This design comes from an exercise in tuning for small area on the open sky130 flow, not from production work. At most, simulation tests tie the RTL to the original design; equivalence was not proved. Only the layout flow was run in run 3; the RTL was not checked for function there. The clock port is modelled as an ideal driver; clocking choices that lean on that would not hold on a real chip. No activity file was given, so power comes from the tool's default toggle rates.

--- flow/run.sh ---
#!/bin/bash
# synth_recipe.tcl (not shown) runs the flow's synth.tcl, then flattens the netlist and writes it again
# the make line also repeats each setting of config.mk as NAME=value (left out here)
make -C /OpenROAD-flow-scripts/flow DESIGN_CONFIG=/design/flow/config.mk WORK_HOME=/design/flow/orfs CLKGATE_MAP_FILE= SYNTH_SCRIPT=/design/flow/synth_recipe.tcl finish
--- flow/config.mk ---
export PLATFORM = sky130hd
export DESIGN_NAME = dkong3_obj_linebuf
export DESIGN_NICKNAME = dkong3_obj_linebuf
export VERILOG_FILES = /design/flow/design.v
export SDC_FILE = /design/flow/constraint.sdc
export NUM_CORES = 4
export LEC_CHECK = 0
export CAP_MARGIN = 20
export CORE_MARGIN = 2
export CORE_UTILIZATION = 30
export PLACE_DENSITY = 0.45
export SLEW_MARGIN = 20
--- flow/constraint.sdc ---
create_clock -name core_clock -period 10.0 [get_ports {I_CLK_6M}]
set_input_delay 2.0000 -clock core_clock [delete_from_list [all_inputs] [get_ports {I_CLK_6M}]]
set_output_delay 2.0000 -clock core_clock [all_outputs]
set_load 0.01 [all_outputs]
--- flow/design.v ---
module dkong3_obj_linebuf #(
    parameter int ADDR_W     = 8,
    parameter int DATA_W     = 6,
    parameter int FIRST_WINS = 1
) (
    input  logic              I_CLK_6M,
    input  logic              W_1B2C_RST,
    input  logic              I_LINE_STB,
    input  logic              I_WR_EN,
    input  logic [ADDR_W-1:0] I_WR_X,
    input  logic [DATA_W-1:0] I_WR_D,
    input  logic [ADDR_W-1:0] I_H,
    input  logic              I_BLANKn,
    input  logic              I_FLIP,
    output logic [DATA_W-1:0] O_OBJ_D,
    output logic              O_BANK
);
    logic [DATA_W-1:0] mem [2**(ADDR_W+1)];
    logic              sel;
    logic [ADDR_W-1:0] rd_x;
    logic [ADDR_W:0]   wa;
    logic [ADDR_W:0]   ra;
    logic [DATA_W-1:0] rd_d;
    logic              wr_ok;
    always_comb begin
        rd_x  = I_FLIP ? ~I_H : I_H;
        wa    = {~sel, I_WR_X};
        ra    = {sel, rd_x};
        rd_d  = mem[ra];
        wr_ok = W_1B2C_RST && I_WR_EN && (I_WR_D[1:0] != 2'b00)
                && (FIRST_WINS == 0 || mem[wa][1:0] == 2'b00);
    end
    always_ff @(posedge I_CLK_6M) begin
        if (wr_ok) mem[wa] <= I_WR_D;
        if (W_1B2C_RST && I_BLANKn) mem[ra] <= '0;
    end
    always_ff @(posedge I_CLK_6M or negedge W_1B2C_RST) begin
        if (!W_1B2C_RST) begin
            sel     <= 1'b0;
            O_OBJ_D <= '0;
        end else begin
            O_OBJ_D <= I_BLANKn ? rd_d : '0;
            if (I_LINE_STB) sel <= ~sel;
        end
    end
    assign O_BANK = sel;
endmodule
==> results.txt, run 1 <==
Switching Fraction: 29.67%
Worst-Margin Slew: 1387 ps
setup violators final: 0
PwrDens: 181.8 mW/mm2
worst setup path category: primary input to register
Post-Synth Adder-Cell Area: 0%
Comb power frac: 12.6%
Pleak: 58.53 nW
Max FO, Critical Path: 77
count leader, synth: dfxtp_1
DR iter-0 viols: 22290
CTS tree: done
Post-Syn Nets: 16900
class of the worst hold path: register to register
dpl ws: 1898 ps
Max Freq: 133.7 MHz
post-synthesis sequential area ratio: 40.91%
Mapped Area: 0.1507 mm2
mean post-synth cell area: 8.933 um2
DR vias/cell: 6.620
RSZ-0062 raised after global routing: false
fraction of layout cells with a size suffix above 1: 13.48%
synthesized instance count: 16880
setup ws final: 2520 ps
Synth area leaders: dfxtp_1 41%, mux4_2 13%, a21oi_1 6.3%, nand4_1 5.5%, nor2_1 4.8%
DR WL/cell: 35.67 um
Post-Synth Simple-Gate Area: 15.95%
post_cts resized: 0
CP required: 10840 ps
type of origin of the critical path: primary input
gpl congestion: 0.9327
Synth top cells by count: 3072 x dfxtp_1, 1945 x nor2_1, 1909 x a21oi_1
vias after detailed routing: 150200
die height: 712.9 um
area grow syn2layout: 12.23%
outcome: finished clean
cell area after layout: 0.1692 mm2
VDD IR-drop max: 130.2 uV
main combinational cell family by area after synthesis: compound AO/OA/AOI/OAI gates
register-to-register setup slack: 3800 ps
final WL: 809.2 mm
Hold Path End: mem[40][2]
GRT Total Usage: 30.27%
Clk Latency, worst-skew pair: 1070 ps
Clock Path Buffers: 4
worst r2r src: sel
Sw Pwr: 0.009126 W
Yosys top cell area share: 40.80%
Die W: 712.9 um
Tcrit/Tclk final: 74.80%
# port buffers: 34
clock sinks: 3079
CP Capture Type: register
Post-CTS Setup Inserts: 0
drt first pass iters: 9
placed inst area: 0.1566 mm2
setup TNS: 0 ps
number of synthesized flops with an enable pin: 0
Final ANT Viol Nets: 0
most common flop cell mapped by yosys: dfxtp_1
Nets: 15710
Synth Area in XOR/XNOR: 0.05229%
complex-gate fraction of the synthesized area: 21.29%
DRC viols: 0
Hold Crit Depth: 2
Worst R2R Path Depth: 12
asr flop ratio synth: 0.2273%
Tmin final: 7480 ps
min-delay src: mem[40][2]
row cnt: 260
first-pass GRT wire length: 1125 mm
Worst-path clk slew: 60 ps
worst setup path start: I_WR_X[2]
Max Clock Skew: 88.35 ps
Slew HR: 6.569%
share of total power in the clock network: 46.4%
starting density of the core: 30.09%
CTS Root Buffer Type: clkbuf_16
pin count of the biggest net entering global routing: 194
Syn. warnings: 1
Synth area leader: dfxtp_1
reg-to-reg critical path endpoint: mem[162][0]
H-tree levels: 5
I/O pin total: 35
final hold viol count: 0
Seq cells post-synth: 3079
post-cts hold buffer count: 0
DIE AREA: 0.5082 mm2
post-synthesis mux area share: 16.20%
core area: 0.5010 mm2
Seq pwr share: 41.0%
count of different cell masters after synthesis: 77
number of global-route vias before repair: 139600
Max Cap Violations: 0
global route overflow: 0
clock buffer count from CTS: 366
dpl hpwl: 487.2 mm
internal power: 0.02163 W
Critical Path AT: 8320 ps
initial antenna violation count: 64
Final Max Tran Viols: 0
## worst max-delay path: stages
cell and delay (ps):
buf_8 370, buf_4 620, buf_4 410, mux4_2 430, o211ai_1 710, nand4_1 470
nor4_1 630, o2111a_1 280, buf_4 370, nand3_4 630, buf_12 460, buf_12 240
o31ai_1 290, a21oi_1 110
## power groups by stage
stage          logic [W]  registers [W]  clock network (W)
5_1_grt          0.00390         0.0126             0.0148
6_report         0.00389         0.0126             0.0143
2_1_floorplan    0.00205         0.0128                  0
4_1_cts          0.00372         0.0126             0.0143
3_5_place_dp     0.00371         0.0129                  0
3_3_place_gp     0.00372         0.0129                  0
## cells by family (layout without fill, tap and decap cells)
family,after synthesis,count (layout)
AOI/OAI and AO/OA,5481,5481
xor gates and xnor gates,9,9
buffers and inverters,2072,1171
DFF,3079,3079
muxes,1314,1314
other,0,32
and+or+nand+nor,4920,4920
## how the worst max path moves through the flow
stage               slack, ps          end
floorplan                4440  mem[320][2]
global placement         1880  mem[285][5]
detailed placement       1900  mem[301][5]
CTS                      2960  mem[285][5]
global route             2610  mem[392][3]
finish                   2520  mem[300][5]
## layout make-up
class,instances,area (um2)
Fill cell,51400,331800
Sequential cell,3079,61680
Clock buffer,542,10890
Antenna cell,32,80.08
Clock inverter,117,1570
Multi-Input combinational cell,11720,81650
Tap cell,6681,8359
Timing Repair Buffer,496,4898
Inverter,16,61.31
## cell usage in the layout (no fill, tap or decap), types with 283 or more instances in the layout
cell	synthesis	layout
nor2_1	1945	1908
nand4_1	1333	1333
o22ai_1	382	382
mux2i_1	398	397
clkbuf_16	0	370
o21ai_0	1439	1427
a21oi_1	1909	1904
dfxtp_1	3072	3072
buf_4	61	380
a31oi_1	551	551
nand3_1	823	816
nand2_1	327	283
o31ai_1	743	742
mux4_2	899	899
## state kept, by name (all words and copies together) (netlist names)
| register | flops |
|---|---|
| sel | 1 |
| mem | 3072 |
| O_OBJ_D | 6 |
## metrics by stage
step                      hold slack, ps  std cells  power, W  util, %
after floorplan                    431.6      16880   0.01487        -
after global placement             442.4      21990   0.01658    31.25
after detailed placement           453.1      21990   0.01657    31.25
after CTS                          461.9      22650   0.03066    33.74
after global routing               475.1      22660   0.03133    33.76
final                              461.8      22690   0.03075    33.77
## per-layer routing
layer | vias up | track usage (%) | routed length (um)
met4 | 48 | 17.75 | 54450
li1 | 62170 | - | -
met5 | - | 0 | 341
met2 | 9706 | 44.16 | 343500
met3 | 2155 | 8.462 | 90270
met1 | 76100 | 39.86 | 320700
==> inputs of run 2 (changes only) <==
==> flow/design.v (replaced) <==
module dkong3_obj_linebuf #(
    parameter int ADDR_W     = 8,
    parameter int DATA_W     = 6,
    parameter int FIRST_WINS = 1
) (
    input  logic              I_CLK_6M,
    input  logic              W_1B2C_RST,
    input  logic              I_LINE_STB,
    input  logic              I_WR_EN,
    input  logic [ADDR_W-1:0] I_WR_X,
    input  logic [DATA_W-1:0] I_WR_D,
    input  logic [ADDR_W-1:0] I_H,
    input  logic              I_BLANKn,
    input  logic              I_FLIP,
    output logic [DATA_W-1:0] O_OBJ_D,
    output logic              O_BANK
);
    localparam int N  = 2**ADDR_W;
    localparam int LW = ADDR_W / 2;
    localparam int HW = ADDR_W - LW;
    localparam int NL = 2**LW;
    localparam int NH = 2**HW;
    logic              sel;
    logic [ADDR_W-1:0] rd_x;
    assign rd_x = I_FLIP ? ~I_H : I_H;
    logic [DATA_W-1:0] bval [2];    
    for (genvar b = 0; b < 2; b++) begin : g_bank
        logic              is_rd;       
        logic [ADDR_W-1:0] a;
        logic              en;
        logic [NL-1:0]     lo;
        logic [NH-1:0]     hi;
        logic [DATA_W-1:0] col;         
        logic              wen;
        logic [N-1:0]      keep;        
        logic [DATA_W-1:0] ch [NH];     
        logic [DATA_W-1:0] rv;
        assign is_rd = (sel == b[0]);
        assign a     = is_rd ? rd_x : I_WR_X;
        assign en    = ~is_rd | (I_BLANKn & W_1B2C_RST);
        for (genvar i = 0; i < NL; i++) begin : g_lo
            assign lo[i] = (a[LW-1:0] == i[LW-1:0]) & en;
        end
        for (genvar i = 0; i < NH; i++) begin : g_hi
            assign hi[i] = (a[ADDR_W-1:LW] == i[HW-1:0]);
        end
        for (genvar w = 0; w < N; w++) begin : g_sel
            assign keep[w] = ~(hi[w / NL] & lo[w % NL]);
        end
        logic [DATA_W-1:0] y [N/2];
        for (genvar p = 0; p < N/2; p++) begin : g_p
            lb_pair #(.DATA_W(DATA_W)) u_pair (
                .clk  (I_CLK_6M),
                .keep (keep[2*p +: 2]),
                .lo   (lo[(2*p) % NL +: 2]),
                .ch   (ch[(2*p) / NL]),
                .y    (y[p])
            );
        end
        always_comb begin
            rv = '1;
            for (int p = 0; p < N/2; p++)
                rv = rv & ~y[p];
        end
        assign bval[b] = rv;
        assign wen = W_1B2C_RST && I_WR_EN && (I_WR_D[1:0] != 2'b00)
                     && (FIRST_WINS == 0 || rv[1:0] == 2'b00);
        assign col = is_rd ? '0 : (wen ? I_WR_D : rv);
        for (genvar i = 0; i < NH; i++) begin : g_ch
            assign ch[i] = {DATA_W{hi[i]}} & col;
        end
    end
    always_ff @(posedge I_CLK_6M or negedge W_1B2C_RST) begin
        if (!W_1B2C_RST) begin
            sel     <= 1'b0;
            O_OBJ_D <= '0;
        end else begin
            O_OBJ_D <= I_BLANKn ? (sel ? bval[1] : bval[0]) : '0;
            if (I_LINE_STB) sel <= ~sel;
        end
    end
    assign O_BANK = sel;
endmodule
module lb_pair #(
    parameter int DATA_W = 6
) (
    input  logic              clk,
    input  logic [1:0]        keep,
    input  logic [1:0]        lo,
    input  logic [DATA_W-1:0] ch,
    output logic [DATA_W-1:0] y
);
    for (genvar k = 0; k < DATA_W; k++) begin : g_b
        lb_bit u_bit (.clk(clk), .keep(keep), .lo(lo), .c(ch[k]), .y(y[k]));
    end
endmodule
module lb_bit (
    input  logic       clk,
    input  logic [1:0] keep,
    input  logic [1:0] lo,
    input  logic       c,
    output logic       y
);
    logic [1:0] q;
    always_ff @(posedge clk) q <= (keep & q) | (lo & {2{c}});
    assign y = ~((keep[0] | q[0]) & (keep[1] | q[1]));
endmodule
--- a/flow/config.mk
+++ b/flow/config.mk
@@ -8,5 +8,6 @@
 export CAP_MARGIN = 20
 export CORE_MARGIN = 2
-export CORE_UTILIZATION = 30
-export PLACE_DENSITY = 0.45
+export CORE_UTILIZATION = 50
+export PLACE_DENSITY = 0.6
 export SLEW_MARGIN = 20
+export SYNTH_HIERARCHICAL = 1
==> run 2 against run 1 <==
- still clean
- final area is 26% lower
- clock power is 15% lower
- first-iteration DRC count is 62% lower
- worst hold slack better by 14 ps
==> results.txt, run 2 <==
Comb power frac: 26.0%
dpl hpwl: 233.7 mm
CP max stage delay: 940 ps
CTS tree: done
VDD IR-drop max: 331.8 uV
outcome: finished clean
Yosys top cell area share: 57.65%
Synth area leader: dfxtp_1
asr flop ratio synth: 0.2273%
share of total power in the clock network: 29.7%
pin count of the biggest net entering global routing: 85
dpl cells: 12560
RSZ-0062 raised after global routing: false
H-tree levels: 5
Worst-path clk slew: 60 ps
CTS Root Buffer Type: clkbuf_16
Largest Register: g_bank.g_p.u_pair.g_b.u_bit.q
vias after detailed routing: 89720
row cnt: 169
Clock Path Buffers: 4
setup TNS: 0 ps
Top delay family on crit path: simple AND/OR/NAND/NOR gates
count of different cell masters after synthesis: 51
DR vias/cell: 6.834
Seq cells post-synth: 3079
mean post-synth cell area: 11.49 um2
most common flop cell mapped by yosys: dfxtp_1
Sw Pwr: 0.01311 W
fraction of layout cells with a size suffix above 1: 11.12%
global route overflow: 0
number of global-route vias before repair: 84200
type of origin of the critical path: primary input
Seq pwr share: 44.3%
Critical Path AT: 9270 ps
synthesized instance count: 9287
starting density of the core: 50.30%
Post-CTS Setup Inserts: 0
most frequent cells in the layout: 3072 x a22o_1, 3072 x dfxtp_1, 1538 x o22ai_1, 561 x nand2_1, 467 x buf_4
CP required: 10820 ps
PwrDens: 324.5 mW/mm2
Die W: 465.9 um
Nets: 10090
CP Capture Type: register
die height: 465.9 um
Non-Filler Instances: 13130
Pleak: 48.58 nW
GRT Total Usage: 31.35%
Worst-Margin Slew: 1131 ps
number of synthesized flops with an enable pin: 0
Tcrit/Tclk final: 84.59%
clock buffer count from CTS: 328
Clk Latency, worst-skew pair: 960 ps
post_cts resized: 0
clock sinks: 3079
max reg flops: 3072
post-synthesis sequential area ratio: 57.81%
Synth area leaders: dfxtp_1 58%, a22o_1 25%, o22ai_1 9.0%, nor4_1 2.3%, nand2_1 2.0%
cell chain of the critical path: clkdlybuf4s50_1 > buf_4 > nand2b_1 > and2_1 > o21ai_0 > nand2_1 > nor2_4 > buf_12 > nand2_1 > o22ai_1 > nor4_1 > nand4_1 > nor4_1 > nand2_1 > a31oi_4 > buf_4 > nor2_1 > buf_4 > a22o_1
placed inst area: 0.1149 mm2
Mapped Area: 0.1067 mm2
Regs by FF count: g_bank.g_p.u_pair.g_b.u_bit.q x3072, O_OBJ_D x6, sel x1
area grow syn2layout: 17.79%
final hold viol count: 0
drt first pass iters: 7
DRC viols: 0
worst path buffer plus inverter count: 5
gpl congestion: 0.9006
slowest CP cell: clkdlybuf4s50_1
core area: 0.2121 mm2
final WL: 353.2 mm
I/O pin total: 35
worst setup path category: primary input to register
Switching Fraction: 32.15%
class of the worst hold path: register to register
Post-Syn Nets: 9315
Final Max Tran Viols: 0
DR WL/cell: 26.90 um
Max Freq: 118.2 MHz
first-pass GRT wire length: 534.2 mm
initial antenna violation count: 21
Tmin final: 8459 ps
# port buffers: 34
internal power: 0.02767 W
setup violators final: 0
post-cts hold buffer count: 0
DIE AREA: 0.2171 mm2
hold_ws: 475.3 ps
Slew HR: 24.59%
Max Clock Skew: 35.23 ps
Syn. warnings: 16
register-to-register setup slack: 2490 ps
DR iter-0 viols: 8445
Core Util, Final: 59.25%
Max Cap Violations: 0
Synth top cells by count: 3072 x a22o_1, 3072 x dfxtp_1, 1538 x o22ai_1
cell area after layout: 0.1257 mm2
Max FO, Critical Path: 84
Final ANT Viol Nets: 0
run 2: cell count changes in the layout (fill, tap and decap cells not counted), sizes merged, moves of 389 or more:
cell | previous run | this run
o31ai | 752 | 5
a21oi | 1909 | 138
nand4 | 1333 | 96
mux4 | 899 | 0
mux2i | 398 | 9
nand3 | 825 | 14
o21ai | 1442 | 20
o22ai | 382 | 1538
a22o | 23 | 3072
nor2 | 1945 | 93
a31oi | 551 | 2
run 2: routing by layer:
metal  up-vias  routed length [um]  global-route usage [%]
met2      3507              154100                   47.15
met3       692               25230                   4.467
met4         2               13420                   11.82
met5         -                  20                       0
li1      40580                   -                       -
met1     44940              160400                   45.49
run 2: final timing paths:
kind,from,to,cells past startpoint
max,I_FLIP,g_bank[0].g_p[49].u_pair.g_b[0].u_bit.q[1],19
min,g_bank[0].g_p[123].u_pair.g_b[2].u_bit.q[1],g_bank[0].g_p[123].u_pair.g_b[2].u_bit.q[1],1
max reg2reg,sel,g_bank[0].g_p[49].u_pair.g_b[0].u_bit.q[1],17
min reg2reg,g_bank[0].g_p[123].u_pair.g_b[2].u_bit.q[1],g_bank[0].g_p[123].u_pair.g_b[2].u_bit.q[1],1
max in group asynchronous,W_1B2C_RST,sel,2
min in group asynchronous,W_1B2C_RST,O_OBJ_D[0],2
run 2: final cells by class:
| cell class | count | area, um2 |
|---|---|---|
| Timing Repair Buffer | 559 | 4975 |
| Sequential cell | 3079 | 61680 |
| Fill cell | 17590 | 86430 |
| Inverter | 4 | 15.01 |
| Antenna cell | 15 | 37.54 |
| Clock buffer | 463 | 9597 |
| Clock inverter | 95 | 1076 |
| Multi-Input combinational cell | 6092 | 44750 |
| Tap cell | 2821 | 3530 |
run 2: per-stage QoR:
step | setup WS (ps) | power (W)
after floorplan | 3078 | 0.02399
after global placement | 973.6 | 0.02814
after detailed placement | 1063 | 0.02851
after CTS | 2018 | 0.04066
after global routing | 1549 | 0.04233
final | 1541 | 0.04078
run 2: power groups by stage:
stage	Sequential [W]	Clock (W)	Combinational, W
2_1_floorplan	0.0177	0	0.00631
3_5_place_dp	0.0182	0	0.0103
3_3_place_gp	0.0181	0	0.0101
6_report	0.0181	0.0121	0.0106
4_1_cts	0.0180	0.0123	0.0104
5_1_grt	0.0185	0.0128	0.0111
run 2: cell families (layout without fill, tap and decap cells):
| group | Yosys count | count (layout) | share of synthesized area, % |
|---|---|---|---|
| AOI/OAI and AO/OA | 4795 | 4795 | 35.30 |
| DFF | 3079 | 3079 | 57.81 |
| muxes | 9 | 9 | 0.08445 |
| other | 0 | 15 | 0 |
| buffers and inverters | 116 | 1121 | 0.6451 |
| xor gates and xnor gates | 3 | 3 | 0.02464 |
| and+or+nand+nor | 1285 | 1285 | 6.131 |
run 2: worst register-to-register path, cell delays in order (launching register included):
cell,delay [ps]
dfrtp_4,850
buf_4,740
nand2_1,180
o21a_1,160
nand3_1,360
nor2_4,220
buf_4,260
nand2_1,350
o22ai_1,180
nor4_1,560
nand4_1,430
nor4_1,830
nand2_1,630
a31oi_4,750
buf_4,360
nor2_1,90
buf_4,210
a22o_1,220
run 2: Yosys stat by module, one instance, submodules excluded, a selection:
module              times used  flops+latches
dkong3_obj_linebuf           1              7
lb_bit                    1536              2
==> inputs of run 3 (changes only) <==
--- a/flow/design.v
+++ b/flow/design.v
@@ -17,5 +17,5 @@
 );
     localparam int N  = 2**ADDR_W;
-    localparam int LW = ADDR_W / 2;
+    localparam int LW = ADDR_W / 2 + 1;
     localparam int HW = ADDR_W - LW;
     localparam int NL = 2**LW;
==> flow/flow/run.sh (new file) <==
#!/bin/bash
# Standard layout, except clock tree synthesis: small leaf buffers, no dummy
# loads, and leaf buffers upsized afterwards where flop clock-pin slew is high.
set -euo pipefail
cd "$(dirname "$0")/.."
export CTS_ARGS="-sink_clustering_enable -repair_clock_nets -dont_use_dummy_load -buf_list sky130_fd_sc_hd__clkbuf_8 -root_buf sky130_fd_sc_hd__clkbuf_16 -tree_buf sky130_fd_sc_hd__clkbuf_16 -sink_clustering_size 25 -sink_clustering_max_diameter 80"
export POST_CTS_TCL="$PWD/flow/post_cts.tcl"
bash standard.sh > standard.log 2>&1
==> flow/flow/post_cts.tcl (new file) <==
# Upsize clock buffers whose flip-flop clock pins see a slow edge.
set_propagated_clock [all_clocks]
estimate_parasitics -placement
set limit 0.100
set n 0
foreach inst [get_cells -hierarchical *] {
  set m [get_property $inst ref_name]
  if {![string match sky130_fd_sc_hd__clkbuf_* $m]} continue
  if {$m eq "sky130_fd_sc_hd__clkbuf_16"} continue
  if {![string match *I_CLK_6M* [get_full_name $inst]]} continue
  set opin [get_pins -of_objects $inst -filter "direction==output"]
  set net [get_nets -of_objects $opin]
  set w 0
  foreach l [get_pins -of_objects $net -filter "direction==input"] {
    set s [get_property $l slew_max]
    if {$s > $w} { set w $s }
  }
  if {$w > $limit} {
    replace_cell $inst sky130_fd_sc_hd__clkbuf_16
    incr n
  }
}
puts "post_cts: upsized $n clock buffers"
detailed_placement
estimate_parasitics -placement
==> flow/standard.sh (new file) <==
#!/bin/bash
# synth_recipe.tcl (not shown) runs the flow's synth.tcl, then flattens the netlist and writes it again
# the make line also repeats each setting of config.mk as NAME=value (left out here)
make -C /OpenROAD-flow-scripts/flow DESIGN_CONFIG=/design/flow/config.mk WORK_HOME=/design/flow/orfs CLKGATE_MAP_FILE= SYNTH_SCRIPT=/design/flow/synth_recipe.tcl "${@:-finish}"
--- a/flow/config.mk
+++ b/flow/config.mk
@@ -8,6 +8,7 @@
 export CAP_MARGIN = 20
 export CORE_MARGIN = 2
-export CORE_UTILIZATION = 50
-export PLACE_DENSITY = 0.6
+export CORE_UTILIZATION = 65
+export GPL_TIMING_DRIVEN = 0
+export PLACE_DENSITY = 0.75
 export SLEW_MARGIN = 20
 export SYNTH_HIERARCHICAL = 1
removed: flow/run.sh
==> run 3 against run 2 <==
- global-route usage is 6.7 points higher
- final area is 4.7% lower
- worst setup slack worse by 820 ps
- critical path type unchanged
- worst hold slack better by 9.2 ps
- final cell count is 10% lower
- area after synthesis is 0.39% lower
- sequential power hardly changed
- synthesized cell count is 1.1% lower
- via count is 1.7% lower
- sequential share of layout area is 2.4 points higher
==> results.txt, run 3 <==
outcome: finished clean
most common flop cell mapped by yosys: dfxtp_1
asr flop ratio synth: 0.2273%
dpl ws: 627.6 ps
post-synthesis sequential area ratio: 58.04%
Max Clock Skew: 36.94 ps
Tmin final: 9282 ps
Post-Synth Adder-Cell Area: 0%
Pleak: 44.80 nW
post-synthesis mux area share: 0.1272%
final hold viol count: 0
Max Freq: 107.7 MHz
setup violators final: 0
setup ws final: 718.4 ps
number of synthesized flops with an enable pin: 0
CTS tree: done
class of the worst hold path: register to register
Seq cells post-synth: 3079
DRC viols: 0
worst r2r src: sel
type of origin of the critical path: primary input
RSZ-0062 raised after global routing: false
Slew HR: 12.92%
CP required: 10690 ps
Syn. warnings: 16
placed inst area: 0.1162 mm2
DR WL/cell: 27.96 um
core area: 0.1626 mm2
PwrDens: 287.9 mW/mm2
VDD IR-drop max: 365.8 uV
min-delay src: g_bank[1].g_p[67].u_pair.g_b[1].u_bit.q[1]
vias after detailed routing: 88200
global route overflow: 0
starting density of the core: 65.36%
CP Capture Type: register
Worst-Margin Slew: 1294 ps
DR iter-0 viols: 9890
Worst R2R Path Depth: 20
count of different cell masters after synthesis: 53
gpl congestion: 0.9185
Max FO, Critical Path: 13
main combinational cell family by area after synthesis: compound AO/OA/AOI/OAI gates
Synth area leader: dfxtp_1
mean post-synth cell area: 11.56 um2
final WL: 330.0 mm
area grow syn2layout: 12.69%
Post-Synth Simple-Gate Area: 6.245%
Tcrit/Tclk final: 92.82%
Synth area leaders: dfxtp_1 58%, a22o_1 25%, o22ai_1 9.0%, nor4_1 2.4%, nand2_1 2.0%
synthesized instance count: 9189
# port buffers: 29
max reg flops: 3072
clock sinks: 3079
Regs by FF count: g_bank.g_p.u_pair.g_b.u_bit.q x3072, O_OBJ_D x6, sel x1
Hold Crit Depth: 1
initial antenna violation count: 23
Nets: 9650
hold_ws: 484.5 ps
Synth Area in XOR/XNOR: 0.04003%
most frequent cells in the layout: 3072 x a22o_1, 3072 x dfxtp_1, 1536 x o22ai_1, 558 x nand2_1, 404 x nor4_1
DR vias/cell: 7.472
Die W: 408.3 um
Post-Syn Nets: 9217
Critical Path AT: 9980 ps
die height: 408.3 um
Max Cap Violations: 0
Yosys top cell area share: 57.88%
number of global-route vias before repair: 83110
I/O pin total: 35
complex-gate fraction of the synthesized area: 35.18%
Final ANT Viol Nets: 0
worst setup path start: I_FLIP
DIE AREA: 0.1667 mm2
fraction of layout cells with a size suffix above 1: 6.580%
drt first pass iters: 8
Worst-path clk slew: 90 ps
row cnt: 148
dpl hpwl: 233.2 mm
Synth top cells by count: 3072 x a22o_1, 3072 x dfxtp_1, 1536 x o22ai_1
Clk Latency, worst-skew pair: 810 ps
pin count of the biggest net entering global routing: 33
Largest Register: g_bank.g_p.u_pair.g_b.u_bit.q
Final Max Tran Viols: 0
Mapped Area: 0.1063 mm2
fillcell total: 11170
worst setup path category: primary input to register
cell area after layout: 0.1197 mm2
first-pass GRT wire length: 503.7 mm
GRT Total Usage: 38.06%
==> run 3: cell types whose count changed in the layout (fill, tap and decap cells not counted), sizes merged, moves of 16 or more <==
cell and change:
clkbuf -270, buf -232, a21oi -79, clkinv -67, bufinv -23, o31ai +21, nand4 +16
==> run 3: Yosys stat by module (local to each module, per instance), a selection <==
module / flip-flops and latches / area [um2]
dkong3_obj_linebuf: 7 / 8247
lb_bit: 2 / 63.81
==> run 3: metrics by stage <==
| stage | utilization, % | power (W) | setup TNS [ps] | instances |
|---|---|---|---|---|
| final | 73.65 | 0.03447 | 0 | 11800 |
| after global routing | 73.64 | 0.03576 | 0 | 11800 |
| after detailed placement | 71.45 | 0.02806 | 0 | 11650 |
| after global placement | 67.21 | 0.02615 | -3981840 | 11390 |
| after floorplan | - | 0.02362 | 0 | 9189 |
==> run 3: power by group <==
part | switching, W | total, W | internal, W
sequential | 0.00206 | 0.0182 | 0.0161
combinational | 0.00561 | 0.0100 | 0.00439
clock | 0.00371 | 0.00626 | 0.00254
==> run 3: worst paths after layout <==
kind	slack (ps)	end
max in group asynchronous	7900	O_OBJ_D[4]
worst max-delay path	720	g_bank[0].g_p[16].u_pair.g_b[2].u_bit.q[1]
worst max register to register	1760	g_bank[0].g_p[16].u_pair.g_b[2].u_bit.q[1]
min in group asynchronous	1630	sel
worst min-delay path	480	g_bank[1].g_p[67].u_pair.g_b[1].u_bit.q[1]
worst min register to register	480	g_bank[1].g_p[67].u_pair.g_b[1].u_bit.q[1]
==> run 3: cell families after synthesis <==
kind of cell    count (synthesis)
buf+inv                        88
xor+xnor                        4
simple gates                 1267
flops                        3079
compound gates               4738
mux                            13
==> run 3: worst max-delay path: stages <==
cell and delay (ps):
clkdlybuf4s50_1 480, buf_4 230, buf_6 150, and3_1 160
o31ai_1 810, nor2_1 520, clkbuf_1 430, nand2_1 440
o22ai_1 160, nor4_1 880, nand4_1 420, nor4_1 880
nand2_1 420, clkbuf_1 370, nand2_1 660, o31ai_4 290
buf_6 240, buf_8 160, a22o_1 210
==> run 3: metal layers <==
layer	wire length (um)	part of all wire (%)	up-vias	GRT usage, %
li1	-	-	39380	-
met1	137300	42	43760	51.97
met2	146000	44	4148	58.57
met3	29550	9.0	885	7.544
met4	17000	5.2	26	17.07
met5	155	0.047	-	0
==> run 3: area by class of cell <==
cell class / instances / area, um2 / share of cell area [%]
diodes: 9 / 22.52 / 0.01881
plain buffers: 84 / 376.6 / 0.3145
well taps: 2175 / 2721 / 2.273
inverters: 4 / 15.01 / 0.01254
flip-flops and latches: 3079 / 61670 / 51.50
repair buffers: 289 / 5962 / 4.979
multi-input cells: 6022 / 45430 / 37.94
clock buffers: 142 / 3542 / 2.958
==> inputs of run 4 (changes only) <==
--- a/flow/design.v
+++ b/flow/design.v
@@ -17,5 +17,5 @@
 );
     localparam int N  = 2**ADDR_W;
-    localparam int LW = ADDR_W / 2 + 1;
+    localparam int LW = ADDR_W / 2;
     localparam int HW = ADDR_W - LW;
     localparam int NL = 2**LW;
@@ -28,5 +28,5 @@
         logic              is_rd;       
         logic [ADDR_W-1:0] a;
-        logic              en;
+        logic              clr;
         logic [NL-1:0]     lo;
         logic [NH-1:0]     hi;
@@ -38,7 +38,7 @@
         assign is_rd = (sel == b[0]);
         assign a     = is_rd ? rd_x : I_WR_X;
-        assign en    = ~is_rd | (I_BLANKn & W_1B2C_RST);
+        assign clr   = is_rd & I_BLANKn & W_1B2C_RST;
         for (genvar i = 0; i < NL; i++) begin : g_lo
-            assign lo[i] = (a[LW-1:0] == i[LW-1:0]) & en;
+            assign lo[i] = (a[LW-1:0] == i[LW-1:0]);
         end
         for (genvar i = 0; i < NH; i++) begin : g_hi
@@ -66,5 +66,5 @@
         assign wen = W_1B2C_RST && I_WR_EN && (I_WR_D[1:0] != 2'b00)
                      && (FIRST_WINS == 0 || rv[1:0] == 2'b00);
-        assign col = is_rd ? '0 : (wen ? I_WR_D : rv);
+        assign col = clr ? '0 : ((wen && !is_rd) ? I_WR_D : rv);
         for (genvar i = 0; i < NH; i++) begin : g_ch
             assign ch[i] = {DATA_W{hi[i]}} & col;
--- a/flow/flow/post_cts.tcl
+++ b/flow/flow/post_cts.tcl
@@ -2,5 +2,5 @@
 set_propagated_clock [all_clocks]
 estimate_parasitics -placement
-set limit 0.100
+set limit 0.105
 set n 0
 foreach inst [get_cells -hierarchical *] {
--- a/flow/config.mk
+++ b/flow/config.mk
@@ -6,9 +6,9 @@
 export NUM_CORES = 4
 export LEC_CHECK = 0
-export CAP_MARGIN = 20
+export CAP_MARGIN = 5
 export CORE_MARGIN = 2
-export CORE_UTILIZATION = 65
+export CORE_UTILIZATION = 80
 export GPL_TIMING_DRIVEN = 0
-export PLACE_DENSITY = 0.75
-export SLEW_MARGIN = 20
+export PLACE_DENSITY = 0.88
+export SLEW_MARGIN = 5
 export SYNTH_HIERARCHICAL = 1
==> run 4 against run 3 <==
- now fails the layout checks on max-capacitance violations, max-slew violations
- clock power about the same
- highest routed layer unchanged
- synthesized cell count grew 1.3%
- combinational power is 23% higher
- global-route usage increased by 11 points
- fmax is 3.0% lower
==> results.txt, run 4 <==
Max Cap Violations: 4
Mapped Area: 0.1066 mm2
Nets: 9605
Synth top cells by count: 3072 x a22o_1, 3072 x dfxtp_1, 1536 x o22ai_1
PwrDens: 332.2 mW/mm2
most common flop cell mapped by yosys: dfxtp_1
pin count of the biggest net entering global routing: 73
layout check faults: max-capacitance violations, max-slew violations
setup violators final: 0
dpl hpwl: 219.3 mm
type of origin of the critical path: primary input
Final Max Tran Viols: 20
GRT Total Usage: 49.15%
DR WL/cell: 30.57 um
RSZ-0062 raised after global routing: false
worst setup path start: I_H[0]
Non-Filler Instances: 11350
Final ANT Viol Nets: 0
worst setup path category: primary input to register
CP Capture Type: register
Sequential cell area: 0.06167 mm2
Worst-path clk slew: 90 ps
Max Freq: 104.6 MHz
Synth area leader: dfxtp_1
Worst R2R Path Depth: 18
Pleak: 43.40 nW
Slew HR: -10.74%
DIE AREA: 0.1361 mm2
area occupied by multi-input gates: 0.04475 mm2
Post-Syn Nets: 9336
Largest Register: g_bank.g_p.u_pair.g_b.u_bit.q
starting density of the core: 80.86%
initial antenna violation count: 19
synthesized instance count: 9308
die height: 369.0 um
register-to-register setup slack: 950 ps
worst r2r src: sel
Critical Path AT: 10320 ps
outcome: finished with violations
DR vias/cell: 8.214
cell area after layout: 0.1149 mm2
Seq cells post-synth: 3079
class of the worst hold path: register to register
dpl cells: 11180
Yosys top cell area share: 57.71%
Tcrit/Tclk final: 95.64%
area grow syn2layout: 7.817%
fraction of layout cells with a size suffix above 1: 5.556%
Max Clock Skew: 48.84 ps
Synth area leaders: dfxtp_1 58%, a22o_1 25%, o22ai_1 9.0%, nor4_1 2.3%, nand2_1 2.0%
max reg flops: 3072
clock sinks: 3079
Syn. warnings: 16
CP max stage delay: 1260 ps
row cnt: 133
mean post-synth cell area: 11.45 um2
DRC viols: 0
CP required: 10760 ps
I/O pin total: 35
number of global-route vias before repair: 88900
count of different cell masters after synthesis: 45
Worst-Margin Slew: 1655 ps
core area: 0.1318 mm2
final WL: 347.0 mm
VDD IR-drop max: 268.6 uV
post-synthesis sequential area ratio: 57.87%
drt first pass iters: 13
Clk Latency, worst-skew pair: 840 ps
vias after detailed routing: 93220
DR iter-0 viols: 14640
# port buffers: 32
CP endpoint: g_bank[1].g_p[43].u_pair.g_b[0].u_bit.q[0]
Die W: 369.0 um
final hold viol count: 0
global route overflow: 0
gpl congestion: 1.003
number of synthesized flops with an enable pin: 0
slowest CP cell: nor4_1
first-pass GRT wire length: 526.0 mm
fillcell total: 6554
most frequent cells in the layout: 3072 x a22o_1, 3072 x dfxtp_1, 1536 x o22ai_1, 580 x nand2_1, 397 x nor4_1
Regs by FF count: g_bank.g_p.u_pair.g_b.u_bit.q x3072, O_OBJ_D x6, sel x1
Tmin final: 9564 ps
Max FO, Critical Path: 57
placed inst area: 0.1110 mm2
asr flop ratio synth: 0.2273%
cell chain of the critical path: clkdlybuf4s50_1 > nand2b_1 > mux2i_1 > a21oi_1 > nor2_2 > buf_4 > buf_16 > nand2_1 > o22ai_1 > nor4_1 > nand4_1 > nor4_4 > and2_1 > o21ai_2 > buf_2 > nor2b_1 > a22o_1
CTS tree: done
reg-to-reg critical path endpoint: g_bank[0].g_p[31].u_pair.g_b[3].u_bit.q[1]
[run 4: cell families (layout without fill, tap and decap cells)]
family          after synthesis  count (layout)  share of synthesized area (%)
flops                      3079            3079                          57.87
xor+xnor                      1               1                       0.008220
mux                           4               4                        0.03757
other cells                   0              19                              0
simple gates               1288            1288                          6.149
compound gates             4805            4805                          35.28
buf+inv                     131             398                         0.6481
[run 4: area by class of cell]
cell class	instances	share of cell area, %
well taps	1755	1.911
flip-flops and latches	3079	53.68
diodes	19	0.04138
plain buffers	130	0.6675
multi-input cells	6098	38.95
repair buffers	126	1.692
clock buffers	141	3.061
inverters	1	0.003267
[run 4: modules after synthesis, one instance, submodules excluded, excerpt]
| module | cells inside | cell area, um2 | flip-flops and latches |
|---|---|---|---|
| dkong3_obj_linebuf | 1628 | 8553 | 7 |
| lb_bit | 5 | 63.81 | 2 |
[run 4: critical path, delay by kind of cell]
kind	cells	cell delay, ps
AND/OR/NAND/NOR	8	4830
buffers and inverters	4	1910
multiplexers	1	110
AO/OA/AOI/OAI	4	1330
[run 4: where the power goes]
group	internal (W)	switching (W)
clock network	0.00253	0.00370
registers	0.0169	0.00268
logic	0.00502	0.00730
total	0.0245	0.0137
[run 4: worst min-delay path by stage]
stage	endpoint	start	depth (start not counted)	slack (ps)
after floorplan	g_bank[0].g_p[100].u_pair.g_b[0].u_bit.q[0]	g_bank[0].g_p[100].u_pair.g_b[0].u_bit.q[0]	1	450
after global routing	g_bank[1].g_p[16].u_pair.g_b[1].u_bit.q[1]	g_bank[1].g_p[16].u_pair.g_b[1].u_bit.q[1]	1	500
final	g_bank[0].g_p[53].u_pair.g_b[5].u_bit.q[1]	g_bank[0].g_p[53].u_pair.g_b[5].u_bit.q[1]	1	490
after global placement	g_bank[0].g_p[2].u_pair.g_b[1].u_bit.q[0]	g_bank[0].g_p[2].u_pair.g_b[1].u_bit.q[0]	1	460
after detailed placement	g_bank[0].g_p[0].u_pair.g_b[4].u_bit.q[0]	g_bank[0].g_p[0].u_pair.g_b[4].u_bit.q[0]	1	460
[run 4: routing by layer]
layer	share of wire, %	wire [um]	GRT usage [%]
met4	9.0	31110	37.03
met2	43	147700	72.69
met5	0.097	338	1.068
met3	13	46500	14.37
met1	35	121300	60.80
[run 4: stage by stage]
stage	utilization [%]	setup WS, ps	total power, W	setup TNS (ps)	hold WS, ps
global route	87.15	780.4	0.03918	0	495.9
finish	87.18	435.6	0.03817	0	486.6
detailed placement	84.19	456.9	0.03106	0	464.2
global placement	82.77	-1352	0.02985	-1582660	461.2
floorplan	-	3244	0.02639	0	449.9
==> inputs of run 5 (changes only) <==
--- a/flow/config.mk
+++ b/flow/config.mk
@@ -8,7 +8,7 @@
 export CAP_MARGIN = 5
 export CORE_MARGIN = 2
-export CORE_UTILIZATION = 80
+export CORE_UTILIZATION = 65
 export GPL_TIMING_DRIVEN = 0
-export PLACE_DENSITY = 0.88
+export PLACE_DENSITY = 0.75
 export SLEW_MARGIN = 5
 export SYNTH_HIERARCHICAL = 1
==> run 5 against run 4 <==
- largest cell class unchanged
- synthesized cell count did not move
- largest power group unchanged
- now clean on timing, DRC and antenna
- register-to-register slack improved by 250 ps
- clock power increased by 1%
- sequential power about the same
==> results.txt, run 5 <==
outcome: finished clean
dpl ws: 374.7 ps
asr flop ratio synth: 0.2273%
most common flop cell mapped by yosys: dfxtp_1
DIE AREA: 0.1672 mm2
Nets: 9606
RSZ-0062 raised after global routing: false
worst r2r src: sel
area grow syn2layout: 8.420%
Total Power: 0.03784 W
post-synthesis sequential area ratio: 57.87%
most frequent cells in the layout: 3072 x a22o_1, 3072 x dfxtp_1, 1536 x o22ai_1, 580 x nand2_1, 399 x nor4_1
Worst R2R Path Depth: 19
type of origin of the critical path: primary input
# port buffers: 32
class of the worst hold path: register to register
register-to-register setup slack: 1200 ps
Max Freq: 110.0 MHz
die height: 408.9 um
min-delay src: g_bank[1].g_p[38].u_pair.g_b[3].u_bit.q[1]
fraction of layout cells with a size suffix above 1: 5.723%
DR iter-0 viols: 10470
DRC viols: 0
mean post-synth cell area: 11.45 um2
worst setup path category: primary input to register
Yosys top cell area share: 57.71%
row cnt: 148
clock sinks: 3079
pin count of the biggest net entering global routing: 86
internal power: 0.02454 W
Tcrit/Tclk final: 90.94%
Final Max Tran Viols: 0
I/O pin total: 35
initial antenna violation count: 22
DR WL/cell: 28.38 um
Max FO, Critical Path: 53
Post-Syn Nets: 9336
VDD IR-drop max: 337.4 uV
Largest Register: g_bank.g_p.u_pair.g_b.u_bit.q
Max Cap Violations: 0
Sw Pwr: 0.01330 W
Tmin final: 9094 ps
Die W: 408.9 um
vias after detailed routing: 88440
number of synthesized flops with an enable pin: 0
setup ws final: 906.4 ps
dpl cells: 11600
Hold Path End: g_bank[1].g_p[38].u_pair.g_b[3].u_bit.q[1]
core area: 0.1628 mm2
Seq cells post-synth: 3079
Slew HR: 4.527%
Seq pwr share: 51.3%
Critical Path AT: 9830 ps
worst setup path start: I_H[0]
setup violators final: 0
PwrDens: 327.5 mW/mm2
Worst-Margin Slew: 1419 ps
Mapped Area: 0.1066 mm2
Regs by FF count: g_bank.g_p.u_pair.g_b.u_bit.q x3072, O_OBJ_D x6, sel x1
max reg flops: 3072
global route overflow: 0
DR vias/cell: 7.520
share of total power in the clock network: 16.7%
Clk Latency, worst-skew pair: 830 ps
drt first pass iters: 6
Pleak: 43.42 nW
Switching Fraction: 35.15%
Comb power frac: 32.1%
number of global-route vias before repair: 82210
count of different cell masters after synthesis: 45
dpl hpwl: 218.3 mm
Non-Filler Instances: 11760
CTS tree: done
Final ANT Viol Nets: 0
final WL: 333.8 mm
synthesized instance count: 9308
gpl congestion: 0.9279
Hold Crit Depth: 1
reg-to-reg critical path endpoint: g_bank[0].g_p[40].u_pair.g_b[3].u_bit.q[0]
Synth area leaders: dfxtp_1 58%, a22o_1 25%, o22ai_1 9.0%, nor4_1 2.3%, nand2_1 2.0%
final hold viol count: 0
Worst-path clk slew: 90 ps
first-pass GRT wire length: 505.3 mm
Synth top cells by count: 3072 x a22o_1, 3072 x dfxtp_1, 1536 x o22ai_1
CP Capture Type: register
Max Clock Skew: 45.43 ps
CP required: 10740 ps
Synth area leader: dfxtp_1
GRT Total Usage: 38.26%
starting density of the core: 65.47%
Syn. warnings: 16
==> run 5: changes by cell type in the layout (fill, tap and decap cells not counted), moves of 2 or more <==
| cell | before | now |
|---|---|---|
| buf_12 | 0 | 3 |
| a21oi_1 | 26 | 29 |
| nor2_1 | 34 | 21 |
| buf_6 | 20 | 40 |
| buf_16 | 32 | 29 |
| buf_8 | 31 | 35 |
| a21oi_2 | 117 | 114 |
| nor2b_1 | 36 | 28 |
| clkbuf_16 | 140 | 142 |
| nor2_2 | 21 | 34 |
| buf_4 | 52 | 27 |
| nor2b_2 | 24 | 32 |
| diode_2 | 19 | 9 |
| nor4_1 | 397 | 399 |
==> run 5: stage by stage <==
| stage | hold WS (ps) | util [%] | instance area (um2) | TNS [ps] |
|---|---|---|---|---|
| floorplan | 449.9 | - | 106600 | 0 |
| global placement | 461.2 | 67.34 | 109600 | -2857970 |
| detailed placement | 464.2 | 68.63 | 111700 | 0 |
| global route | 496.8 | 70.97 | 115500 | 0 |
| finish | 482.8 | 70.98 | 115500 | 0 |
==> run 5: area by class of cell <==
| cell class | count | area, um2 |
|---|---|---|
| Timing Repair Buffer | 125 | 1956 |
| Buffer | 130 | 830.8 |
| Antenna cell | 9 | 22.52 |
| Fill cell | 11990 | 47230 |
| Inverter | 1 | 3.754 |
| Multi-Input combinational cell | 6098 | 44760 |
| Clock buffer | 143 | 3567 |
| Sequential cell | 3079 | 61670 |
| Tap cell | 2175 | 2721 |
==> run 5: power groups by stage <==
stage / Sequential, W / Clock (W) / Combinational (W)
2_1_floorplan: 0.0189 / 0 / 0.00748
3_3_place_gp: 0.0193 / 0 / 0.0109
3_5_place_dp: 0.0195 / 0 / 0.0116
5_1_grt: 0.0199 / 0.00675 / 0.0126
6_report: 0.0194 / 0.00630 / 0.0121
==> run 5: cells by family (layout without fill, tap and decap cells) <==
kind of cell,Yosys count,in the layout,share of synthesized area (%)
AND/OR/NAND/NOR,1288,1288,6.149
AO/OA/AOI/OAI,4805,4805,35.28
XOR/XNOR,1,1,0.008220
multiplexers,4,4,0.03757
buffers and inverters,131,399,0.6481
flip-flops,3079,3079,57.87
other,0,9,0
==> run 5: worst max path at each step <==
stage                                                            end
after floorplan           g_bank[0].g_p[10].u_pair.g_b[2].u_bit.q[1]
after global placement    g_bank[0].g_p[13].u_pair.g_b[3].u_bit.q[1]
after detailed placement  g_bank[0].g_p[31].u_pair.g_b[3].u_bit.q[0]
after global routing      g_bank[1].g_p[43].u_pair.g_b[5].u_bit.q[1]
final                     g_bank[1].g_p[41].u_pair.g_b[5].u_bit.q[0]
==> run 5: critical path: stages <==
cell             delay [ps]
clkdlybuf4s50_1         540
nor2_1                   60
nand2_1                  60
o21ai_0                 130
a21oi_1                 660
nor2_2                  410
buf_4                   460
buf_16                  320
nand2_1                 370
o22ai_1                 130
nor4_1                  730
nand4_1                 410
nor4_1                  900
nand2_1                 540
a21o_1                  520
buf_6                   290
a21oi_1                 970
a22o_1                  250
==> run 5: metal layers <==
metal  share of wire (%)  vias to the layer above  track usage (%)
met5                0.16                        -           0.7471
met4                 5.1                       34            17.85
met3                  10                      881            8.875
met2                  44                     4487            57.33
met1                  41                    43770            52.35
li1                    -                    39260                -
==> run 5: modules after synthesis, one instance, submodules excluded, excerpt <==
module              flip-flops and latches  times used  cells inside
dkong3_obj_linebuf                       7           1          1628
lb_bit                                   2        1536             5
==> inputs of run 6 (changes only) <==
==> flow/flow/run.sh (replaced) <==
#!/bin/bash
# Standard layout, except: clock tree with clkbuf_16 leaf clusters and no dummy
# loads (leaf buffers upsized afterwards where flop clock-pin slew is high), plain
# buffers on the ports, and power/area recovery after global routing.
set -euo pipefail
cd "$(dirname "$0")/.."
export CTS_ARGS="-sink_clustering_enable -repair_clock_nets -dont_use_dummy_load -buf_list sky130_fd_sc_hd__clkbuf_16 -sink_clustering_size 30 -sink_clustering_max_diameter 100"
export POST_CTS_TCL="$PWD/flow/post_cts.tcl"
export BUFFER_PORTS_ARGS="-buffer_cell sky130_fd_sc_hd__buf_2"
export RECOVER_POWER=100
bash standard.sh > standard.log 2>&1
==> run 6 against run 5 <==
- register-to-register slack worse by 660 ps
- total power down 2.3%
- sequential power about the same
- final cell count down 0.25%
- now fails the layout checks on max-capacitance violations, max-slew violations
- core utilization down 0.98 points
- worst hold slack better by 5.8 ps
- non-clock buffer count up 6
- largest power group unchanged
- wire length about the same
- area after synthesis unchanged
- largest cell class unchanged
==> results.txt, run 6 <==
number of synthesized flops with an enable pin: 0
type of origin of the critical path: primary input
DR iter-0 viols: 10560
grt met3 use: 7.543%
class of the worst hold path: register to register
Synth top cells by count: 3072 x a22o_1, 3072 x dfxtp_1, 1536 x o22ai_1
Tmin final: 9681 ps
clock sinks: 3079
PwrDens: 324.3 mW/mm2
GRT Total Usage: 38.29%
layout check faults: max-capacitance violations, max-slew violations
Max FO, Critical Path: 65
# port buffers: 32
Critical Path AT: 10400 ps
dpl hpwl: 219.4 mm
dpl ws: 573.6 ps
pin count of the biggest net entering global routing: 86
DRC viols: 0
DR vias/cell: 7.544
worst setup path start: I_FLIP
Max Cap Violations: 32
number of global-route vias before repair: 81900
die height: 408.9 um
RSZ-0062 raised after global routing: false
final WL: 333.9 mm
Max Freq: 103.3 MHz
Regs by FF count: g_bank.g_p.u_pair.g_b.u_bit.q x3072, O_OBJ_D x6, sel x1
Synth area leader: dfxtp_1
Worst-Margin Slew: 2015 ps
final hold viol count: 0
setup TNS: 0 ps
vias after detailed routing: 88500
starting density of the core: 65.47%
Comb power frac: 32.3%
Worst-path clk slew: 100 ps
gpl congestion: 0.9660
Largest Register: g_bank.g_p.u_pair.g_b.u_bit.q
Yosys top cell area share: 57.71%
global route hottest layer: met2
initial antenna violation count: 16
global route overflow: 0
I/O pin total: 35
Tcrit/Tclk final: 96.81%
Mapped Area: 0.1066 mm2
min-delay src: g_bank[1].g_p[3].u_pair.g_b[2].u_bit.q[1]
met1 usage: 53.38%
Final ANT Viol Nets: 0
mean post-synth cell area: 11.45 um2
GRT met2 Usage: 57.61%
CTS tree: done
Post-Syn Nets: 9336
Synth area leaders: dfxtp_1 58%, a22o_1 25%, o22ai_1 9.0%, nor4_1 2.3%, nand2_1 2.0%
most frequent cells in the layout: 3072 x a22o_1, 3072 x dfxtp_1, 1536 x o22ai_1, 580 x nand2_1, 404 x nor4_1
first-pass GRT wire length: 506.7 mm
Pleak: 42.85 nW
Final Max Tran Viols: 494
Worst R2R Path Depth: 20
internal power: 0.02392 W
row cnt: 148
Seq pwr share: 52.5%
most common flop cell mapped by yosys: dfxtp_1
max reg flops: 3072
outcome: finished with violations
Syn. warnings: 16
Non-Filler Instances: 11730
Max Clock Skew: 45.56 ps
CP Capture Type: register
CP max stage delay: 1190 ps
slowest CP cell: nor4_1
VDD IR-drop max: 295.8 uV
dpl cells: 11610
worst setup path category: primary input to register
Clk Latency, worst-skew pair: 810 ps
asr flop ratio synth: 0.2273%
Total Power: 0.03696 W
post-synthesis sequential area ratio: 57.87%
synthesized instance count: 9308
Nets: 9581
Sw Pwr: 0.01303 W
setup ws final: 318.8 ps
setup violators final: 0
Switching Fraction: 35.27%
area grow syn2layout: 6.929%
Seq cells post-synth: 3079
cell chain of the critical path: buf_2 > clkbuf_1 > nand2b_1 > mux2i_1 > a21oi_1 > nor2_1 > buf_6 > buf_16 > nand2_1 > o22ai_1 > nor4_1 > nand4_1 > nor4_1 > a21boi_2 > a21o_1 > buf_6 > a21oi_1 > clkbuf_1 > a22o_1
share of total power in the clock network: 15.3%
Core Util, Final: 70.01%
count of different cell masters after synthesis: 45
CP required: 10720 ps
fraction of layout cells with a size suffix above 1: 4.073%
Die W: 408.9 um
core area: 0.1628 mm2
DR WL/cell: 28.46 um
DIE AREA: 0.1672 mm2
worst r2r src: sel
Slew HR: -34.84%
drt first pass iters: 6
Hold Crit Depth: 1
==> run 6: logic make-up after synthesis <==
kind of cell / count (synthesis) / synth area share, %
XOR/XNOR: 1 / 0.008220
AND/OR/NAND/NOR: 1288 / 6.149
flip-flops: 3079 / 57.87
buffers and inverters: 131 / 0.6481
multiplexers: 4 / 0.03757
AO/OA/AOI/OAI: 4805 / 35.28
==> run 6: final cells by class <==
| cell class | instances | area [um2] |
|---|---|---|
| well taps | 2175 | 2721 |
| repair buffers | 131 | 1546 |
| inverters | 1 | 3.754 |
| flip-flops and latches | 3079 | 61670 |
| clock buffers | 112 | 2803 |
| diodes | 5 | 12.51 |
| plain buffers | 130 | 833.3 |
| multi-input cells | 6098 | 44360 |
| fillers | 12190 | 48820 |
==> run 6: metal layers <==
| metal | wire [um] | up-vias |
|---|---|---|
| met5 | 290 | - |
| met4 | 17200 | 26 |
| met3 | 32660 | 823 |
| met2 | 145600 | 4507 |
| met1 | 138100 | 43910 |
| li1 | - | 39240 |
==> run 6: power groups by stage <==
stage / Clock (W) / Combinational (W) / Sequential [W]
floorplan: 0 / 0.00748 / 0.0189
global placement: 0 / 0.0109 / 0.0193
detailed placement: 0 / 0.0117 / 0.0195
global route: 0.00605 / 0.0124 / 0.0199
finish: 0.00564 / 0.0119 / 0.0194
==> run 6: worst max-delay path: cells and delay by family <==
| family | cells | cell delay [ps] |
|---|---|---|
| AOI/OAI and AO/OA | 6 | 2260 |
| buffers and inverters | 6 | 2280 |
| muxes | 1 | 110 |
| and+or+nand+nor | 6 | 3660 |
==> run 6: path summary, 6_finish.rpt <==
check / endpoint / slack, ps
worst max-delay path: g_bank[1].g_p[15].u_pair.g_b[4].u_bit.q[0] / 320
worst min-delay path: g_bank[1].g_p[3].u_pair.g_b[2].u_bit.q[1] / 490
worst max register to register: g_bank[0].g_p[69].u_pair.g_b[4].u_bit.q[1] / 540
worst min register to register: g_bank[1].g_p[3].u_pair.g_b[2].u_bit.q[1] / 490
max in group asynchronous: sel / 8190
min in group asynchronous: O_OBJ_D[5] / 1270
==> run 6: modules after synthesis, one instance, submodules excluded, a selection <==
module / times used / flops+latches / cells inside / cell area [um2]
dkong3_obj_linebuf: 1 / 7 / 1628 / 8553
lb_bit: 1536 / 2 / 5 / 63.81
==> run 6: through the flow <==
stage	hold slack, ps	cell area, um2
finish	488.6	114000
global route	501.0	113900
detailed placement	464.2	111700
global placement	461.2	109400
floorplan	449.9	106600
==> inputs of run 7 (changes only) <==
==> flow/flow/run.sh (replaced) <==
#!/bin/bash
# Standard layout, except: clock tree with clkbuf_16 leaf clusters and no dummy
# loads (leaf buffers upsized afterwards where flop clock-pin slew is high), and
# plain buffers on the ports.
# buffers on the ports.
set -euo pipefail
cd "$(dirname "$0")/.."
export CTS_ARGS="-sink_clustering_enable -repair_clock_nets -dont_use_dummy_load -buf_list sky130_fd_sc_hd__clkbuf_16 -sink_clustering_size 30 -sink_clustering_max_diameter 100"
export POST_CTS_TCL="$PWD/flow/post_cts.tcl"
export BUFFER_PORTS_ARGS="-buffer_cell sky130_fd_sc_hd__buf_2"
bash standard.sh > standard.log 2>&1
==> run 7 against run 6 <==
- now clean on timing, DRC and antenna
- final area grew 0.66%
- worst setup slack gained 760 ps
- synthesized cell count is the same
- global-route usage is the same
==> results.txt, run 7 <==
synthesized instance count: 9308
# port buffers: 32
global route overflow: 0
Worst R2R Path Depth: 19
DR vias/cell: 7.564
DIE AREA: 0.1672 mm2
Max FO, Critical Path: 54
DR WL/cell: 28.48 um
most common flop cell mapped by yosys: dfxtp_1
Post-Syn Nets: 9336
Seq cells post-synth: 3079
post-synthesis sequential area ratio: 57.87%
CP Capture Type: register
Worst path most repeated cell: buf_2
worst setup path start: I_FLIP
clock sinks: 3079
Seq pwr share: 52.2%
type of origin of the critical path: primary input
Die W: 408.9 um
slowest CP cell: nor2b_1
max reg flops: 3072
setup ws final: 1075 ps
Top delay family on crit path: simple AND/OR/NAND/NOR gates
die height: 408.9 um
Max Freq: 112.0 MHz
min-delay src: g_bank[1].g_p[4].u_pair.g_b[4].u_bit.q[1]
Synth area leaders: dfxtp_1 58%, a22o_1 25%, o22ai_1 9.0%, nor4_1 2.3%, nand2_1 2.0%
RSZ-0062 raised after global routing: false
final hold viol count: 0
area grow syn2layout: 7.634%
CP required: 10720 ps
Synth area leader: dfxtp_1
first-pass GRT wire length: 506.7 mm
asr flop ratio synth: 0.2273%
initial antenna violation count: 17
Max Cap Violations: 0
Max Clock Skew: 39.85 ps
GRT Total Usage: 38.29%
DRC viols: 0
pin count of the biggest net entering global routing: 86
CTS tree: done
gpl congestion: 0.9660
number of global-route vias before repair: 81900
vias after detailed routing: 88710
Clk Latency, worst-skew pair: 810 ps
CP max stage delay: 1070 ps
count of different cell masters after synthesis: 45
number of synthesized flops with an enable pin: 0
dpl hpwl: 219.4 mm
drt first pass iters: 10
Nets: 9581
Largest Register: g_bank.g_p.u_pair.g_b.u_bit.q
Core Util, Final: 70.47%
Synth top cells by count: 3072 x a22o_1, 3072 x dfxtp_1, 1536 x o22ai_1
internal power: 0.02399 W
worst path buffer plus inverter count: 5
worst setup path category: primary input to register
most frequent cells in the layout: 3072 x a22o_1, 3072 x dfxtp_1, 1536 x o22ai_1, 580 x nand2_1, 400 x nor4_1
VDD IR-drop max: 322.5 uV
DR iter-0 viols: 10910
class of the worst hold path: register to register
Final Max Tran Viols: 0
worst r2r src: sel
Final ANT Viol Nets: 0
CP endpoint: g_bank[1].g_p[20].u_pair.g_b[1].u_bit.q[1]
row cnt: 148
Critical Path AT: 9640 ps
Mapped Area: 0.1066 mm2
Syn. warnings: 16
outcome: finished clean
fillcell total: 12030
CP Depth: 18
core area: 0.1628 mm2
Regs by FF count: g_bank.g_p.u_pair.g_b.u_bit.q x3072, O_OBJ_D x6, sel x1
share of total power in the clock network: 15.2%
Worst-path clk slew: 110 ps
starting density of the core: 65.47%
Tmin final: 8925 ps
setup violators final: 0
Tcrit/Tclk final: 89.25%
Worst-Margin Slew: 1346 ps
final WL: 334.0 mm
PwrDens: 323.9 mW/mm2
mean post-synth cell area: 11.45 um2
cell chain of the critical path: buf_2 > clkbuf_1 > nand2b_1 > mux2i_1 > a21oi_1 > nor2_2 > buf_6 > buf_16 > nand2_1 > o22ai_1 > nor4_1 > nand4_1 > nor4_2 > and2_1 > o21ai_2 > buf_2 > nor2b_1 > a22o_1
Switching Fraction: 35.45%
Pleak: 43.11 nW
I/O pin total: 35
register-to-register setup slack: 1230 ps
Yosys top cell area share: 57.71%
reg-to-reg critical path endpoint: g_bank[0].g_p[30].u_pair.g_b[4].u_bit.q[0]
dpl ws: 573.6 ps
Sw Pwr: 0.01317 W
fraction of layout cells with a size suffix above 1: 5.811%
Slew HR: 10.10%
Comb power frac: 32.6%
run 7: power groups by stage:
stage | logic (W) | clock network [W] | registers (W)
after floorplan | 0.00748 | 0 | 0.0189
after global routing | 0.0126 | 0.00605 | 0.0199
final | 0.0121 | 0.00564 | 0.0194
after detailed placement | 0.0117 | 0 | 0.0195
after global placement | 0.0109 | 0 | 0.0193
run 7: layer usage:
metal / GRT usage [%] / routed length [um]
met1: 53.38 / 137900
met2: 57.61 / 146000
met3: 7.543 / 33010
met4: 17.23 / 16860
met5: 0 / 181
run 7: kinds of logic after synthesis:
| group | after synthesis | share of synthesized area [%] |
|---|---|---|
| compound gates | 4805 | 35.28 |
| simple gates | 1288 | 6.149 |
| flops | 3079 | 57.87 |
| mux | 4 | 0.03757 |
| xor+xnor | 1 | 0.008220 |
| buf+inv | 131 | 0.6481 |
run 7: how the worst min path moves through the flow:
stage,cells after the start,slack [ps],to
floorplan,1,450,g_bank[0].g_p[100].u_pair.g_b[0].u_bit.q[0]
global placement,1,460,g_bank[0].g_p[16].u_pair.g_b[2].u_bit.q[0]
detailed placement,1,460,g_bank[1].g_p[37].u_pair.g_b[5].u_bit.q[0]
global route,1,500,g_bank[1].g_p[3].u_pair.g_b[5].u_bit.q[1]
finish,1,480,g_bank[1].g_p[4].u_pair.g_b[4].u_bit.q[1]
run 7: per-stage QoR:
stage / area (um2) / hold slack, ps / TNS, ps / power, W / instances
final: 114700 / 483.3 / 0 / 0.03716 / 11730
after global routing: 114700 / 501.0 / 0 / 0.03855 / 11730
after detailed placement: 111700 / 464.2 / 0 / 0.03118 / 11610
after global placement: 109400 / 461.2 / -2525880 / 0.03015 / 11520
after floorplan: 106600 / 449.9 / 0 / 0.02639 / 9308
run 7: per-module statistics from Yosys, one instance, submodules excluded, a selection:
module	cells inside	cell area [um2]
lb_bit	5	63.81
dkong3_obj_linebuf	1628	8553
run 7: worst register-to-register path, cell delays in order (launching register included):
cell and delay, ps:
dfrtp_1 650, buf_2 350, buf_2 260, buf_1 800
nand2_1 130, o21ai_1 410, nor2_2 300, buf_6 240
buf_4 330, buf_16 300, nand2_1 520, o22ai_1 160
nor4_1 980, nand4_1 410, nor4_1 980, nand2_1 200
a21o_1 380, buf_6 260, a21oi_2 790, a22o_1 260
run 7: layout make-up:
class | instances | area [um2] | area share (%)
Antenna cell | 2 | 5.005 | 0.004363
Buffer | 130 | 834.6 | 0.7276
Clock buffer | 112 | 2803 | 2.443
Inverter | 1 | 3.754 | 0.003272
Multi-Input combinational cell | 6098 | 44760 | 39.02
Sequential cell | 3079 | 61670 | 53.77
Tap cell | 2175 | 2721 | 2.373
Timing Repair Buffer | 131 | 1902 | 1.658
==> inputs of run 8 (changes only) <==
--- a/flow/flow/run.sh
+++ b/flow/flow/run.sh
@@ -3,5 +3,4 @@
 # loads (leaf buffers upsized afterwards where flop clock-pin slew is high), and
 # plain buffers on the ports.
-# buffers on the ports.
 set -euo pipefail
 cd "$(dirname "$0")/.."
==> run 8 against run 7 <==
- still clean
- via count unchanged
- flip-flop and latch count unchanged
- register-to-register slack about the same
- count of clock-buffer cells in the layout unchanged
- synthesized cell count unchanged
- global-route usage unchanged
- area after synthesis unchanged
- wire length unchanged
- worst setup slack unchanged
- critical path type unchanged
==> results.txt, run 8 <==
pin count of the biggest net entering global routing: 86
DR iter-0 viols: 10910
Regs by FF count: g_bank.g_p.u_pair.g_b.u_bit.q x3072, O_OBJ_D x6, sel x1
Yosys top cell area share: 57.71%
I/O pin total: 35
worst setup path category: primary input to register
Pleak: 43.11 nW
Tcrit/Tclk final: 89.25%
Largest Register: g_bank.g_p.u_pair.g_b.u_bit.q
Post-Syn Nets: 9336
asr flop ratio synth: 0.2273%
worst setup path start: I_FLIP
Max FO, Critical Path: 54
mean post-synth cell area: 11.45 um2
Seq cells post-synth: 3079
Synth area leader: dfxtp_1
setup violators final: 0
most frequent cells in the layout: 3072 x a22o_1, 3072 x dfxtp_1, 1536 x o22ai_1, 580 x nand2_1, 400 x nor4_1
Max Clock Skew: 39.85 ps
Nets: 9581
Slew HR: 10.10%
Core Util, Final: 70.47%
Synth top cells by count: 3072 x a22o_1, 3072 x dfxtp_1, 1536 x o22ai_1
dpl hpwl: 219.4 mm
grt met3 use: 7.543%
global route overflow: 0
DR WL/cell: 28.48 um
drt first pass iters: 10
cell area after layout: 0.1147 mm2
number of synthesized flops with an enable pin: 0
DR vias/cell: 7.564
class of the worst hold path: register to register
CP required: 10720 ps
# port buffers: 32
max reg flops: 3072
first-pass GRT wire length: 506.7 mm
worst r2r src: sel
core area: 0.1628 mm2
GRT Total Usage: 38.29%
setup ws final: 1075 ps
met1 usage: 53.38%
DIE AREA: 0.1672 mm2
RSZ-0062 raised after global routing: false
Final Max Tran Viols: 0
Non-Filler Instances: 11730
count of different cell masters after synthesis: 45
number of global-route vias before repair: 81900
Critical Path AT: 9640 ps
initial antenna violation count: 17
most common flop cell mapped by yosys: dfxtp_1
Final ANT Viol Nets: 0
post-synthesis sequential area ratio: 57.87%
starting density of the core: 65.47%
global route hottest layer: met2
CP endpoint: g_bank[1].g_p[20].u_pair.g_b[1].u_bit.q[1]
Mapped Area: 0.1066 mm2
Tmin final: 8925 ps
Worst R2R Path Depth: 19
row cnt: 148
CTS tree: done
dpl cells: 11610
Worst-Margin Slew: 1346 ps
area grow syn2layout: 7.634%
VDD IR-drop max: 322.5 uV
dpl ws: 573.6 ps
Max Freq: 112.0 MHz
die height: 408.9 um
Clk Latency, worst-skew pair: 810 ps
final WL: 334.0 mm
fillcell total: 12030
synthesized instance count: 9308
outcome: finished clean
Die W: 408.9 um
gpl congestion: 0.9660
Max Cap Violations: 0
PwrDens: 323.9 mW/mm2
Syn. warnings: 16
Worst-path clk slew: 110 ps
register-to-register setup slack: 1230 ps
final hold viol count: 0
placed inst area: 0.1117 mm2
CP Capture Type: register
Synth area leaders: dfxtp_1 58%, a22o_1 25%, o22ai_1 9.0%, nor4_1 2.3%, nand2_1 2.0%
GRT met2 Usage: 57.61%
DRC viols: 0
reg-to-reg critical path endpoint: g_bank[0].g_p[30].u_pair.g_b[4].u_bit.q[0]
fraction of layout cells with a size suffix above 1: 5.811%
clock sinks: 3079
hold_ws: 483.3 ps
vias after detailed routing: 88710
type of origin of the critical path: primary input
-- run 8: how the worst min path moves through the flow --
stage	start	to	slack (ps)	depth (start not counted)
floorplan	g_bank[0].g_p[100].u_pair.g_b[0].u_bit.q[0]	g_bank[0].g_p[100].u_pair.g_b[0].u_bit.q[0]	450	1
global placement	g_bank[0].g_p[16].u_pair.g_b[2].u_bit.q[0]	g_bank[0].g_p[16].u_pair.g_b[2].u_bit.q[0]	460	1
detailed placement	g_bank[1].g_p[37].u_pair.g_b[5].u_bit.q[0]	g_bank[1].g_p[37].u_pair.g_b[5].u_bit.q[0]	460	1
global route	g_bank[1].g_p[3].u_pair.g_b[5].u_bit.q[1]	g_bank[1].g_p[3].u_pair.g_b[5].u_bit.q[1]	500	1
finish	g_bank[1].g_p[4].u_pair.g_b[4].u_bit.q[1]	g_bank[1].g_p[4].u_pair.g_b[4].u_bit.q[1]	480	1
-- run 8: cells by family (layout without fill, tap and decap cells) --
kind of cell | Yosys count | after routing | share of synthesized area (%)
buf+inv | 131 | 374 | 0.6481
compound gates | 4805 | 4805 | 35.28
simple gates | 1288 | 1288 | 6.149
xor+xnor | 1 | 1 | 0.008220
mux | 4 | 4 | 0.03757
other cells | 0 | 2 | 0
flops | 3079 | 3079 | 57.87
-- run 8: cell type report --
| cell class | instances | area (um2) | area share (%) |
|---|---|---|---|
| inverter | 1 | 3.754 | 0.003272 |
| timing repair buffer | 131 | 1902 | 1.658 |
| clock buffer | 112 | 2803 | 2.443 |
| multi-input combinational | 6098 | 44760 | 39.02 |
| buffer | 130 | 834.6 | 0.7276 |
| sequential | 3079 | 61670 | 53.77 |
| tap | 2175 | 2721 | 2.373 |
| antenna | 2 | 5.005 | 0.004363 |
-- run 8: worst max-delay path: stages --
cell and delay (ps):
buf_2 170, clkbuf_1 310, nand2b_1 180, mux2i_1 110
a21oi_1 660, nor2_2 430, buf_6 400, buf_16 280
nand2_1 380, o22ai_1 140, nor4_1 760, nand4_1 410
nor4_2 660, and2_1 460, o21ai_2 370, buf_2 460
nor2b_1 1070, a22o_1 270
-- run 8: layer usage --
layer	share of wire (%)	vias up
li1	-	39230
met3	9.9	816
met5	0.054	-
met1	41	44020
met4	5.0	28
met2	44	4611
-- run 8: Yosys stat by module, one instance, submodules excluded, excerpt --
module / times used / flops+latches
dkong3_obj_linebuf: 1 / 7
lb_bit: 1536 / 2
-- run 8: stage by stage --
stage                     total power (W)  setup TNS [ps]
after detailed placement          0.03118               0
final                             0.03716               0
after global routing              0.03855               0
after floorplan                   0.02639               0
after global placement            0.03015        -2525880
-- run 8: report_power, final --
part / switching [W] / internal, W
registers: 0.00247 / 0.0169
clock network: 0.00362 / 0.00202
logic: 0.00708 / 0.00504

Re-timed with assumed drivers on the ports (clkbuf_16 on the clock, buf_2 on other inputs), run 8 has 0.969 ns of setup slack against 1.075 ns with ideal ports, and 0.099 ns once port delays also move by the mid clock arrival of 0.871 ns.
